Source: an optimization exercise on an open RTL-to-GDS flow (aim: small area). Production flows keep margins and buffers that such runs may drop. Function was checked by simulation only, so behaviour that the tests miss may differ from the original. The clock port is modelled as an ideal driver; clocking choices that lean on that would not hold on a real chip.

== job 5942 ==
Design fma_top, start of the top module:
module fma_top (
    input  logic        clk,
    input  logic        rst,
    input  logic        in_valid,
    input  logic [63:0] a,
    input  logic [63:0] b,
    input  logic [63:0] c,
    output logic        c_req,
    output logic [63:0] result,
    output logic        out_valid,
    output logic        error
);
Size: roughly 9200 cells after synthesis, roughly 260 I/O pins.
==> flow/config.mk <==
export PLATFORM = sky130hd
export DESIGN_NAME = fma_top
export DESIGN_NICKNAME = fma_top
export VERILOG_FILES = /design/flow/design.v
export SDC_FILE = /design/flow/constraint.sdc
export NUM_CORES = 4
export LEC_CHECK = 0
export CAP_MARGIN = 20
export CORE_MARGIN = 2
export CORE_UTILIZATION = 40
export SETUP_SLACK_MARGIN = 0.2
export SLEW_MARGIN = 20
export SYNTH_HIERARCHICAL = 1
export SYNTH_MINIMUM_KEEP_SIZE = 0
==> flow/constraint.sdc <==
create_clock -name core_clock -period 7.5 [get_ports {clk}]
set_input_delay 1.5000 -clock core_clock [delete_from_list [all_inputs] [get_ports {clk}]]
set_output_delay 1.5000 -clock core_clock [all_outputs]
set_load 0.01 [all_outputs]
standard.sh (not shown) runs the stock make flow with config.mk's settings and CLKGATE_MAP_FILE= SYNTH_SCRIPT=/design/flow/synth_recipe.tcl, a recipe that flattens the netlist after the stock synthesis.
==> flow/flow/run.sh <==
#!/bin/bash
# The standard layout (standard.sh) with three changes:
#  - the port buffers are made from the smallest buffer cell;
#  - clock tree synthesis adds no dummy loads;
#  - after clock tree synthesis, gates on paths with positive slack are
#    sized down (post_cts.tcl); global routing then repairs slew,
#    capacitance and timing as usual.
set -e
here=$(pwd)
cp standard.sh standard_sh.log
export BUFFER_PORTS_ARGS="-buffer_cell sky130_fd_sc_hd__buf_1"
export CTS_ARGS="-sink_clustering_enable -repair_clock_nets -dont_use_dummy_load"
export POST_CTS_TCL="$here/flow/post_cts.tcl"
bash standard.sh > standard.log 2>&1
==> flow/flow/post_cts.tcl <==
# Runs at the end of the CTS step: size down gates on paths with positive
# slack. The global route step that follows repairs slew, capacitance and
# timing again with its own margins.
log_cmd estimate_parasitics -placement
log_cmd repair_timing -recover_power 100 -verbose
set result [catch { detailed_placement } msg]
if { $result != 0 } {
  error "Detailed placement failed after power recovery: $msg"
}
check_placement -verbose
Job 5942 completed end to end with timing, DRC and antenna clean.
Changes in job 7852 relative to job 5942:
- GPL_TIMING_DRIVEN now 0, previously not set
==> flow/flow/run.sh <==
#!/bin/bash
set -e
here=$(pwd)
cp standard.sh standard_sh.log
export REMOVE_ABC_BUFFERS=1
export BUFFER_PORTS_ARGS="-buffer_cell sky130_fd_sc_hd__buf_1"
export CTS_ARGS="-sink_clustering_enable -repair_clock_nets -dont_use_dummy_load"
export POST_CTS_TCL="$here/flow/post_cts.tcl"
bash standard.sh > standard.log 2>&1
Results
Compared job 7852 vs job 5942, and number of gates on the worst path with buffers counted is up in job 7852.
Summary of job 7852 over job 5942: slew of the pin with the lowest slew margin lost 0.044 ns.
Delta (job 7852 minus job 5942): slack of the critical path shows a reduction of 0.15 ns, data required time of the critical path shows a reduction of 0.06 ns.
Clock-buffer cell count was lower in job 5942 than in job 7852.
Setup changes, job 7852 to job 5563
- removing GPL_TIMING_DRIVEN (formerly 0)
==> flow/run.sh (new file) <==
#!/bin/bash
# synth_recipe.tcl (not shown) runs the flow's synth.tcl, then flattens the netlist and writes it again
# the make line also repeats each setting of config.mk as NAME=value (left out here)
make -C /OpenROAD-flow-scripts/flow DESIGN_CONFIG=/design/flow/config.mk WORK_HOME=/design/flow/orfs CLKGATE_MAP_FILE= SYNTH_SCRIPT=/design/flow/synth_recipe.tcl finish
removed: flow/flow/run.sh
removed: flow/flow/post_cts.tcl
removed: flow/standard.sh
### Flow results
Compared with job 7852, job 5563 shows cell count of the worst reg-to-reg path higher by 1. In the metrics for job 7852 and job 5563, the one carrying the higher routed wirelength normalized by instance count is job 7852. Per the comparison of job 5563 with job 7852, total number of vias has decreased; delay of the slowest critical-path stage has increased. Job 5563 gives more detailed-routing wirelength on met1 than job 7852 did. Share of post-route cells with drive strength above 1 was lower in job 7852 than in job 5563. STATUS final standard cell area without fillers: job 5563 loses against job 7852. Compared with job 7852, wire length in job 5563 decreased by a few percent. Cmp job 7852 and job 5563 / global-route usage over all layers / lower: job 5563.
The following lists how job 8994 was set up differently from job 5563:
- setting GPL_TIMING_DRIVEN to 0 for the first time
- changing CAP_MARGIN from 20 to 5
- changing SLEW_MARGIN from 20 to 5
==> flow/flow/run.sh (new file) <==
#!/bin/bash
set -e
here=$(pwd)
cp standard.sh standard_sh.log
export REMOVE_ABC_BUFFERS=1
export BUFFER_PORTS_ARGS="-buffer_cell sky130_fd_sc_hd__buf_1"
export CTS_ARGS="-sink_clustering_enable -repair_clock_nets -dont_use_dummy_load"
export POST_CTS_TCL="$here/flow/post_cts.tcl"
bash standard.sh > standard.log 2>&1
==> flow/flow/post_cts.tcl (new file) <==
# Runs at the end of the CTS step: size down gates on paths with positive
# slack. The global route step that follows repairs slew, capacitance and
# timing again with its own margins.
log_cmd estimate_parasitics -placement
log_cmd repair_timing -recover_power 100 -verbose
set result [catch { detailed_placement } msg]
if { $result != 0 } {
  error "Detailed placement failed after power recovery: $msg"
}
check_placement -verbose
==> flow/standard.sh (new file) <==
#!/bin/bash
# synth_recipe.tcl (not shown) runs the flow's synth.tcl, then flattens the netlist and writes it again
# the make line also repeats each setting of config.mk as NAME=value (left out here)
make -C /OpenROAD-flow-scripts/flow DESIGN_CONFIG=/design/flow/config.mk WORK_HOME=/design/flow/orfs CLKGATE_MAP_FILE= SYNTH_SCRIPT=/design/flow/synth_recipe.tcl "${@:-finish}"
removed: flow/run.sh
[summary]
Critical-path cell with the highest stage delay: fa_1 -> job 8994, fa_2 -> job 5563
Relative to job 5563, share of the final layout cell area in multi-input gates increased by 3.5 points in job 8994.
Critical path startpoint: fa_q[23]$_DFF_P_ -> job 8994, fa_q[43]$_DFF_P_ -> job 5563
Of job 8994 and job 5563, the lower final-layout non-clock buffer area share belongs to job 8994.
Summary of job 8994 over job 5563: clock network area share fell by 0.60 points.

-- what the ideal ports hide --
In the flow no input, the clock included, has a driving cell. The finished layouts below were timed again as built, in two steps. Step 1 sets driving cells, clkbuf_16 on the clock port and buf_2 on the other inputs (assumed; they add their load-dependent delay and slew). Step 2 also shifts input and output timing later by t, the mid clock arrival at the registers, as if the neighbouring blocks saw the same clock. Three values: ideal, step 1, step 2; two values: the first two.
run	t, ns	setup WS [ns]	hold WS [ns]	worst setup path at the end	worst slew at a driven data input, ns
job 5942	0.765	0.304 / 0.353 / -0.396	0.275 / 0.275 / 0.275	input to register	0.17
job 7852	0.776	0.153 / 0.215 / -0.561	0.323 / 0.323 / 0.323	input to register	0.12
job 5563	0.812	0.346 / 0.346 / -0.361	0.318 / 0.318 / 0.318	input to register	0.12
job 8994	0.768	0.140 / 0.140 / -0.611	0.323 / 0.323 / 0.323	input to register	0.17
With both steps, setup timing fails in every run listed, where it was met with ideal ports. The setup slack of job 8994, which loses most, moves by 0.000 ns with the drivers and by -0.751 ns with both steps.
